This is an optimization exercise on Yosys and OpenROAD, whose aim is small area, a short achievable clock period and few clock cycles per item, not a production implementation. Where RTL was checked, it was by simulation tests only, not by an equivalence proof against the original. No activity file was given, so power comes from the tool's default toggle rates.

## rev 12
==> module ucs_parser, before the edit <==
module ucs_parser (
  input  logic                     clk,
  input  logic                     rst,
  input  logic                     step,    
  input  logic                     clear,   
  input  logic [ucs_pkg::CH_W-1:0] ch,
  output ucs_pkg::ucs_snap_t       snap,
  output logic [ucs_pkg::OFS_W-1:0]  l_out,
  output logic [ucs_pkg::OFS_W-1:0]  e_out,
  output logic [ucs_pkg::PORT_W-1:0] port_out,
  output logic                     port_ok,
  output logic                     in_auth,
  output logic                     in_auth_next   
);
  localparam int W = ucs_pkg::OFS_W;
  typedef enum logic [2:0] {
    M_START, M_SCHEME, M_AT_P, M_SLASH1, M_AUTH, M_PATH, M_QUERY, M_FRAG
  } mode_t;
  mode_t         mode, mode_n;
  logic [W-1:0]  pos;
  logic [W-1:0]  s_pos, l_pos, e_pos, q_pos, h_pos, p1;
  logic          absolute, frag_only, has_host, colon_seen;
  logic          has_path, has_query, has_frag, overflow;
  logic [16:0]   acc;       
  logic [3:0]    dig;       
  logic          fold;
  logic [2:0]    cnt;       
  logic          bad;
  logic is_hash, is_quest, is_slash, is_colon, is_al, is_dg, is_sc;
  assign is_hash  = (ch == ucs_pkg::CH_HASH);
  assign is_quest = (ch == ucs_pkg::CH_QUEST);
  assign is_slash = (ch == ucs_pkg::CH_SLASH);
  assign is_colon = (ch == ucs_pkg::CH_COLON);
  assign is_al    = ucs_pkg::is_alpha(ch);
  assign is_dg    = ucs_pkg::is_digit(ch);
  assign is_sc    = ucs_pkg::is_scheme_char(ch);
  assign p1 = pos + W'(1);
  logic live;   
  assign live = step && !pos[W-1];
  logic set_c, set_l, set_e, set_q, set_h, set_path, set_host, set_fonly;
  logic port_acc, port_bad;
  always_comb begin
    mode_n    = mode;
    set_c     = 1'b0;
    set_l     = 1'b0;
    set_e     = 1'b0;
    set_q     = 1'b0;
    set_h     = 1'b0;
    set_path  = 1'b0;
    set_host  = 1'b0;
    set_fonly = 1'b0;
    port_acc  = 1'b0;
    port_bad  = 1'b0;
    unique case (mode)
      M_START, M_AT_P: begin
        if (is_hash) begin
          set_h     = 1'b1;
          set_fonly = (mode == M_START);
          mode_n    = M_FRAG;
        end else if (is_quest) begin
          set_q  = 1'b1;
          mode_n = M_QUERY;
        end else if (mode == M_START && is_al) begin
          mode_n = M_SCHEME;
        end else if (is_slash) begin
          mode_n = M_SLASH1;
        end else begin
          set_path = 1'b1;
          mode_n   = M_PATH;
        end
      end
      M_SCHEME: begin
        if (is_colon) begin
          set_c  = 1'b1;
          mode_n = M_AT_P;
        end else if (!is_sc) begin
          set_path = 1'b1;
          mode_n   = M_PATH;
          if (is_quest) begin
            set_q  = 1'b1;
            mode_n = M_QUERY;
          end else if (is_hash) begin
            set_h  = 1'b1;
            mode_n = M_FRAG;
          end
        end
      end
      M_SLASH1: begin
        if (is_slash) begin
          set_host = 1'b1;
          mode_n   = M_AUTH;
        end else begin
          set_path = 1'b1;
          mode_n   = M_PATH;
          if (is_quest) begin
            set_q  = 1'b1;
            mode_n = M_QUERY;
          end else if (is_hash) begin
            set_h  = 1'b1;
            mode_n = M_FRAG;
          end
        end
      end
      M_AUTH: begin
        if (is_slash) begin
          set_e    = 1'b1;
          set_path = 1'b1;
          mode_n   = M_PATH;
        end else if (is_quest) begin
          set_e  = 1'b1;
          set_q  = 1'b1;
          mode_n = M_QUERY;
        end else if (is_hash) begin
          set_e  = 1'b1;
          set_h  = 1'b1;
          mode_n = M_FRAG;
        end else if (is_colon) begin
          set_l = 1'b1;
        end else if (colon_seen) begin
          if (!is_dg || cnt >= 3'd5) port_bad = 1'b1;
          else                       port_acc = 1'b1;
        end
      end
      M_PATH: begin
        if (is_quest) begin
          set_q  = 1'b1;
          mode_n = M_QUERY;
        end else if (is_hash) begin
          set_h  = 1'b1;
          mode_n = M_FRAG;
        end
      end
      M_QUERY: begin
        if (is_hash) begin
          set_h  = 1'b1;
          mode_n = M_FRAG;
        end
      end
      default: ;
    endcase
  end
  always_ff @(posedge clk) begin
    if (rst || clear) begin
      mode       <= M_START;
      pos        <= '0;
      absolute   <= 1'b0;
      frag_only  <= 1'b0;
      has_host   <= 1'b0;
      colon_seen <= 1'b0;
      has_path   <= 1'b0;
      has_query  <= 1'b0;
      has_frag   <= 1'b0;
      overflow   <= 1'b0;
    end else if (step) begin
      if (pos[W-1]) begin
        overflow <= 1'b1;
      end else begin
        pos  <= p1;
        mode <= mode_n;
        if (set_c)     absolute   <= 1'b1;
        if (set_fonly) frag_only  <= 1'b1;
        if (set_host)  has_host   <= 1'b1;
        if (set_l)     colon_seen <= 1'b1;
        if (set_path)  has_path   <= 1'b1;
        if (set_q)     has_query  <= 1'b1;
        if (set_h)     has_frag   <= 1'b1;
      end
    end
  end
  always_ff @(posedge clk) begin
    if (live && (set_c || set_host)) s_pos <= p1;
    if (live && set_l) l_pos <= p1;
    if ((live && set_e) || (clear && mode == M_AUTH)) e_pos <= pos;
    if (live && set_q) q_pos <= p1;
    if (live && set_h) h_pos <= p1;
    if (live && set_l) begin
      acc  <= '0;
      cnt  <= '0;
      bad  <= 1'b0;
    end else begin
      if (fold) acc <= ucs_pkg::times10_plus(acc[13:0], dig);
      if (live && port_bad) begin
        bad <= 1'b1;
      end else if (live && port_acc) begin
        dig <= ch[3:0];
        cnt <= cnt + 3'd1;
      end
    end
  end
  always_ff @(posedge clk) begin
    if (rst) fold <= 1'b0;
    else     fold <= live && port_acc && !set_l;
  end
  always_comb begin
    snap.mask = {1'b1, has_frag, has_query,
                 has_path || mode == M_SCHEME || mode == M_SLASH1,
                 colon_seen, has_host, absolute};
    snap.s          = (absolute || has_host) ? s_pos : '0;
    snap.q          = q_pos;
    snap.h          = h_pos;
    snap.n          = pos;
    snap.has_host   = has_host;
    snap.abs_flag       = absolute;
    snap.frag_only_flag = frag_only;
    snap.overflow       = overflow;
  end
  assign l_out    = l_pos;
  assign e_out    = e_pos;
  assign port_out = acc[15:0];
  assign port_ok  = !bad && cnt != 3'd0 && !acc[16];
  assign in_auth  = (mode == M_AUTH);
  assign in_auth_next = !(rst || clear) && (live ? (mode_n == M_AUTH) : in_auth);
endmodule
clock: 5.0 ns
lec_check: 0
cap_margin: 20
core_margin: 2
core_utilization: 40
cts_cluster_diameter: 100
cts_cluster_size: 28
setup_slack_margin: 2.0
slew_margin: 20
run.sh (not shown) runs the stock make flow with config.mk's settings and CLKGATE_MAP_FILE= SYNTH_SCRIPT=/design/flow/synth_recipe.tcl, a recipe that flattens the netlist after the stock synthesis.
Modified inputs, rev 13 compared to rev 12
--- a/flow/design.v
+++ b/flow/design.v
@@ -34,27 +34,6 @@
   function automatic logic is_scheme_char(input logic [CH_W-1:0] c);
     is_scheme_char = (is_alpha(c) || is_digit(c) || c == CH_PLUS || c == CH_MINUS || c == CH_DOT);
   endfunction
-  function automatic logic [16:0] times10_plus(input logic [13:0] a, input logic [3:0] d);
-    logic [16:0] x, y, z, sv, cv, g, p, gn, pn;
-    x  = {a, 3'b000};
-    y  = {2'b00, a, 1'b0};
-    z  = {13'd0, d};
-    sv = x ^ y ^ z;
-    cv = {((x & y) | (x & z) | (y & z)), 1'b0};
-    g  = sv & cv;
-    p  = sv ^ cv;
-    for (int dd = 1; dd < 17; dd = dd * 2) begin
-      gn = g;
-      pn = p;
-      for (int i = dd; i < 17; i++) begin
-        gn[i] = g[i] | (p[i] & g[i - dd]);
-        pn[i] = p[i] & p[i - dd];
-      end
-      g = gn;
-      p = pn;
-    end
-    times10_plus = (sv ^ cv) ^ {g[15:0], 1'b0};
-  endfunction
 endpackage
 `timescale 1ns / 1ps
 module ucs_parser (
@@ -237,7 +216,7 @@
       cnt  <= '0;
       bad  <= 1'b0;
     end else begin
-      if (fold) acc <= ucs_pkg::times10_plus(acc[13:0], dig);
+      if (fold) acc <= 17'(acc[13:0]) * 17'd10 + 17'(dig);
       if (live && port_bad) begin
         bad <= 1'b1;
       end else if (live && port_acc) begin
Findings:
- Rev 13 vs rev 12, global-route usage went down by 0.39 points.
- Rev 13 vs rev 12 — aggregate routed wire length dropped by a few percent
- Clock skew, rev 12 and rev 13: larger value in rev 13
- Re unique cell type count in the Yosys netlist: rev 12 and rev 13 aren't equal, and the higher value belongs to rev 12.
- Clock tree buffer count of the final layout on rev 13 is up relative to rev 12.
- Between rev 12 and rev 13, the post-route cell area is higher for rev 13.
- Comparing rev 12 and rev 13, layout overhead on the synthesized area is lower on rev 12.
- Compared with rev 12, rev 13 shows a higher synthesized instance count.
- Compared with rev 12, rev 13 shows a final worst slack that is 0.076 ns lower.
- Rev 13 ends up with higher number of cells after detailed placement than rev 12 does.
- Per the comparison of rev 13 with rev 12, combinational-cell power consumption neither gained nor lost much; wire length on met2 lost 3.6%.
Testbench counts of rev 13, summed over its fixed seeds: cycles 95,490, items 94,275.
For rev 12, only the layout was checked, not whether the RTL still works.

---

Another version of the RTL of uri_component_splitter_top (not shown whole).
Size: ~240 flip-flops.
==> flow/design.v (excerpt) <==
module uri_component_splitter_top #(
  parameter int MAX_LEN = ucs_pkg::MAX_LEN_DEF
) (
  input  logic              clk,
  input  logic              rst,
  input  logic              uri_valid,
  output logic              uri_ready,
  input  logic [ucs_pkg::CH_W-1:0]   uri_ch,
  input  logic              uri_end_of_uri,
  output logic              rec_valid,
  input  logic              rec_ready,
  output logic [2:0]        rec_component,
  output logic [ucs_pkg::OFS_W-1:0]  rec_start_offset,
  output logic [ucs_pkg::OFS_W-1:0]  rec_length,
  output logic [ucs_pkg::PORT_W-1:0] rec_port_value,
  output logic              rec_abs_flag,
  output logic              rec_frag_only_flag,
  output logic              rec_overflow,
  output logic              rec_last
);
==> module ucs_emit, before the edit <==
module ucs_emit (
  input  logic                        clk,
  input  logic                        rst,
  input  logic                        load,
  input  ucs_pkg::ucs_snap_t          snap_in,
  input  logic [ucs_pkg::OFS_W-1:0]   l_in,
  input  logic [ucs_pkg::OFS_W-1:0]   e_in,
  input  logic [ucs_pkg::PORT_W-1:0]  port_in,
  input  logic                        port_valid,
  output logic                        free,
  output logic                        le_busy,
  output logic                        le_busy_next,   
  output logic                        rec_valid,
  input  logic                        rec_ready,
  output logic [2:0]                  rec_component,
  output logic [ucs_pkg::OFS_W-1:0]   rec_start_offset,
  output logic [ucs_pkg::OFS_W-1:0]   rec_length,
  output logic [ucs_pkg::PORT_W-1:0]  rec_port_value,
  output logic                        rec_abs_flag,
  output logic                        rec_frag_only_flag,
  output logic                        rec_overflow,
  output logic                        rec_last
);
  localparam int W = ucs_pkg::OFS_W;
  ucs_pkg::ucs_snap_t           snap;
  logic [ucs_pkg::NUM_COMP-1:0] pending;    
  logic [ucs_pkg::NUM_COMP-1:0] sel;        
  logic [ucs_pkg::NUM_COMP-1:0] after_sel, sel_after, sel_load;
  logic                         busy;       
  logic [2:0]                   sel_comp;
  logic                         out_valid;
  logic                         advance;
  logic                         port_ok;    
  function automatic logic [ucs_pkg::NUM_COMP-1:0] lowest(input logic [ucs_pkg::NUM_COMP-1:0] m);
    lowest = m & (~m + ucs_pkg::NUM_COMP'(1));
  endfunction
  assign sel       = lowest(pending);
  assign after_sel = pending & ~sel;
  assign sel_after = lowest(after_sel);
  assign sel_load  = lowest(snap_in.mask);
  always_comb begin
    sel_comp = 3'd6;
    for (int i = ucs_pkg::NUM_COMP - 1; i >= 0; i--) begin
      if (sel[i]) sel_comp = 3'(i);
    end
  end
  assign advance = busy && (!out_valid || rec_ready);
  assign free    = !busy || (sel[6] && advance);
  typedef struct packed {
    logic b_s, b_l, b_e, b_q, b_h;
    logic s_s, s_l, s_e, s_q, s_h, s_n;
    logic two, ci;
  } pick_t;
  function automatic pick_t pick_of(input logic [ucs_pkg::NUM_COMP-1:0] r,
                                    input logic [ucs_pkg::NUM_COMP-1:0] p,
                                    input logic hh);
    pick_t x;
    x.b_s = r[1] | (r[3] & !hh);
    x.b_l = r[2];
    x.b_e = r[3] & hh;
    x.b_q = r[4];
    x.b_h = r[5];
    x.s_s = r[0];
    x.s_l = r[1] & p[2];
    x.s_e = (r[1] & !p[2]) | r[2];
    x.s_q = r[3] & p[4];
    x.s_h = (r[3] & !p[4] & p[5]) | (r[4] & p[5]);
    x.s_n = (r[3] & !p[4] & !p[5]) | (r[4] & !p[5]) | r[5] | r[6];
    x.two = r[0] & hh;
    x.ci  = x.s_e | x.s_n;
    pick_of = x;
  endfunction
  pick_t pick;
  logic [W-1:0] base, stop, len;
  assign base = ({W{pick.b_s}} & snap.s) | ({W{pick.b_l}} & l_in) | ({W{pick.b_e}} & e_in) |
                ({W{pick.b_q}} & snap.q) | ({W{pick.b_h}} & snap.h);
  assign stop = ({W{pick.s_s}} & snap.s) | ({W{pick.s_l}} & l_in) | ({W{pick.s_e}} & e_in) |
                ({W{pick.s_q}} & snap.q) | ({W{pick.s_h}} & snap.h) | ({W{pick.s_n}} & snap.n);
  assign len = ucs_pkg::add_ofs(stop, ~(base | {{(W-2){1'b0}}, pick.two, 1'b0}), pick.ci);
  always_ff @(posedge clk) begin
    if (rst) begin
      pending   <= '0;
      busy      <= 1'b0;
      pick      <= '0;
      out_valid <= 1'b0;
    end else begin
      if (load) begin
        pending <= snap_in.mask;
        busy    <= 1'b1;
        pick    <= pick_of(sel_load, snap_in.mask, snap_in.has_host);
      end else if (advance) begin
        pending <= after_sel;
        busy    <= !sel[6];
        pick    <= pick_of(sel_after, after_sel, snap.has_host);
      end
      if (advance)        out_valid <= 1'b1;
      else if (rec_ready) out_valid <= 1'b0;
    end
  end
  always_ff @(posedge clk) begin
    if (load) snap <= snap_in;
    if (advance) begin
      rec_component      <= sel_comp;
      rec_start_offset   <= base;
      rec_length         <= len;
      rec_abs_flag       <= snap.abs_flag;
      rec_frag_only_flag <= snap.frag_only_flag;
      rec_overflow       <= snap.overflow;
      rec_last           <= sel[6];
    end
  end
  logic port_ok_next, out_valid_next, hh_next;
  logic [ucs_pkg::NUM_COMP-1:0] pending_next;
  assign port_ok_next   = (advance & sel[2] & port_valid) | (!advance & port_ok);
  assign out_valid_next = !rst && (advance || (out_valid && !rec_ready));
  assign pending_next   = rst ? '0 : load ? snap_in.mask : advance ? after_sel : pending;
  assign hh_next        = load ? snap_in.has_host : snap.has_host;
  assign le_busy_next   = pending_next[1] || pending_next[2] || (pending_next[3] && hh_next) ||
                          (out_valid_next && port_ok_next);
  always_ff @(posedge clk) port_ok <= port_ok_next;
  assign le_busy = pending[1] || pending[2] || (pending[3] && snap.has_host) ||
                   (out_valid && port_ok);
  assign rec_port_value = port_ok ? port_in : '0;
  assign rec_valid      = out_valid;
endmodule
Settings: LEC_CHECK=0, CAP_MARGIN=20, CORE_MARGIN=2, CORE_UTILIZATION=40, CTS_CLUSTER_DIAMETER=100, CTS_CLUSTER_SIZE=28, SETUP_SLACK_MARGIN=2.3, SLEW_MARGIN=20; clock period 5.0 ns.
The first run ran to the end with no violations.
Edit:
--- a/flow/design.v
+++ b/flow/design.v
@@ -55,24 +55,6 @@
     end
     times10_plus = (sv ^ cv) ^ {g[15:0], 1'b0};
   endfunction
-  function automatic logic [OFS_W-1:0] add_ofs(input logic [OFS_W-1:0] a,
-                                               input logic [OFS_W-1:0] b,
-                                               input logic             cin);
-    logic [OFS_W:0] g, p, gn, pn;
-    g = {a & b, cin};
-    p = {a ^ b, 1'b0};
-    for (int dd = 1; dd <= OFS_W; dd = dd * 2) begin
-      gn = g;
-      pn = p;
-      for (int i = dd; i <= OFS_W; i++) begin
-        gn[i] = g[i] | (p[i] & g[i - dd]);
-        pn[i] = p[i] & p[i - dd];
-      end
-      g = gn;
-      p = pn;
-    end
-    add_ofs = (a ^ b) ^ g[OFS_W-1:0];
-  endfunction
 endpackage
 `timescale 1ns / 1ps
 module ucs_parser (
@@ -372,7 +354,9 @@
                 ({W{pick.b_q}} & snap.q) | ({W{pick.b_h}} & snap.h);
   assign stop = ({W{pick.s_s}} & snap.s) | ({W{pick.s_l}} & l_in) | ({W{pick.s_e}} & e_in) |
                 ({W{pick.s_q}} & snap.q) | ({W{pick.s_h}} & snap.h) | ({W{pick.s_n}} & snap.n);
-  assign len = ucs_pkg::add_ofs(stop, ~(base | {{(W-2){1'b0}}, pick.two, 1'b0}), pick.ci);
+  logic [W:0] len_x;
+  assign len_x = {stop, 1'b1} + {~(base | {{(W-2){1'b0}}, pick.two, 1'b0}), pick.ci};
+  assign len   = len_x[W:1];
   always_ff @(posedge clk) begin
     if (rst) begin
       pending   <= '0;
After rerunning:
- The changed run produced a clean layout
- worst hold slack degrades by 0.0085 ns
- cell count grows slightly
- sequential share of layout area barely changes
- non-clock buffer count does not change
- setup slack gains 0.054 ns
- clock power came out higher by a few percent
- via count went down slightly
- wire length falls slightly
- final area is about the same
- core utilization decreases by 1.0 points
- synthesized area climbs slightly
Testbench counts after the change, summed over its fixed seeds: cycles 95,248, items 94,275.
Only the layout flow was run in the first run of this note; the RTL was not checked for function there.

==> static timing again, ports no longer ideal <==
Ports are ideal in the flow. The routed layouts listed here were re-timed in OpenROAD.
Step 1 assumes that a clkbuf_16 drives the clock port and a buf_2 every other input.
Step 2, shift: input delay + t, output delay - t, t = (earliest + latest rising clock arrival at the registers) / 2. This alone moves slack from input paths to output paths.
a / b / c = ideal ports / drivers / drivers and shift; a / b = the first two.
run | shift t [ns] | setup WS [ns] | worst hold slack (ns)
rev 12 | 0.526 | 2.125 / 2.125 / 1.723 | 0.402 / 0.402 / 0.402
rev 13 | 0.519 | 2.049 / 2.049 / 1.918 | 0.423 / 0.423 / 0.423
the first run of note 2 | 0.522 | 2.287 / 2.287 / 1.822 | 0.423 / 0.423 / 0.423
the second run of note 2 | 0.522 | 2.341 / 2.306 / 1.896 | 0.415 / 0.415 / 0.415
After both steps setup and hold are still met in every run listed. The setup slack of the first run of note 2, which loses most, moves by 0.000 ns with the drivers and by -0.465 ns with both steps.
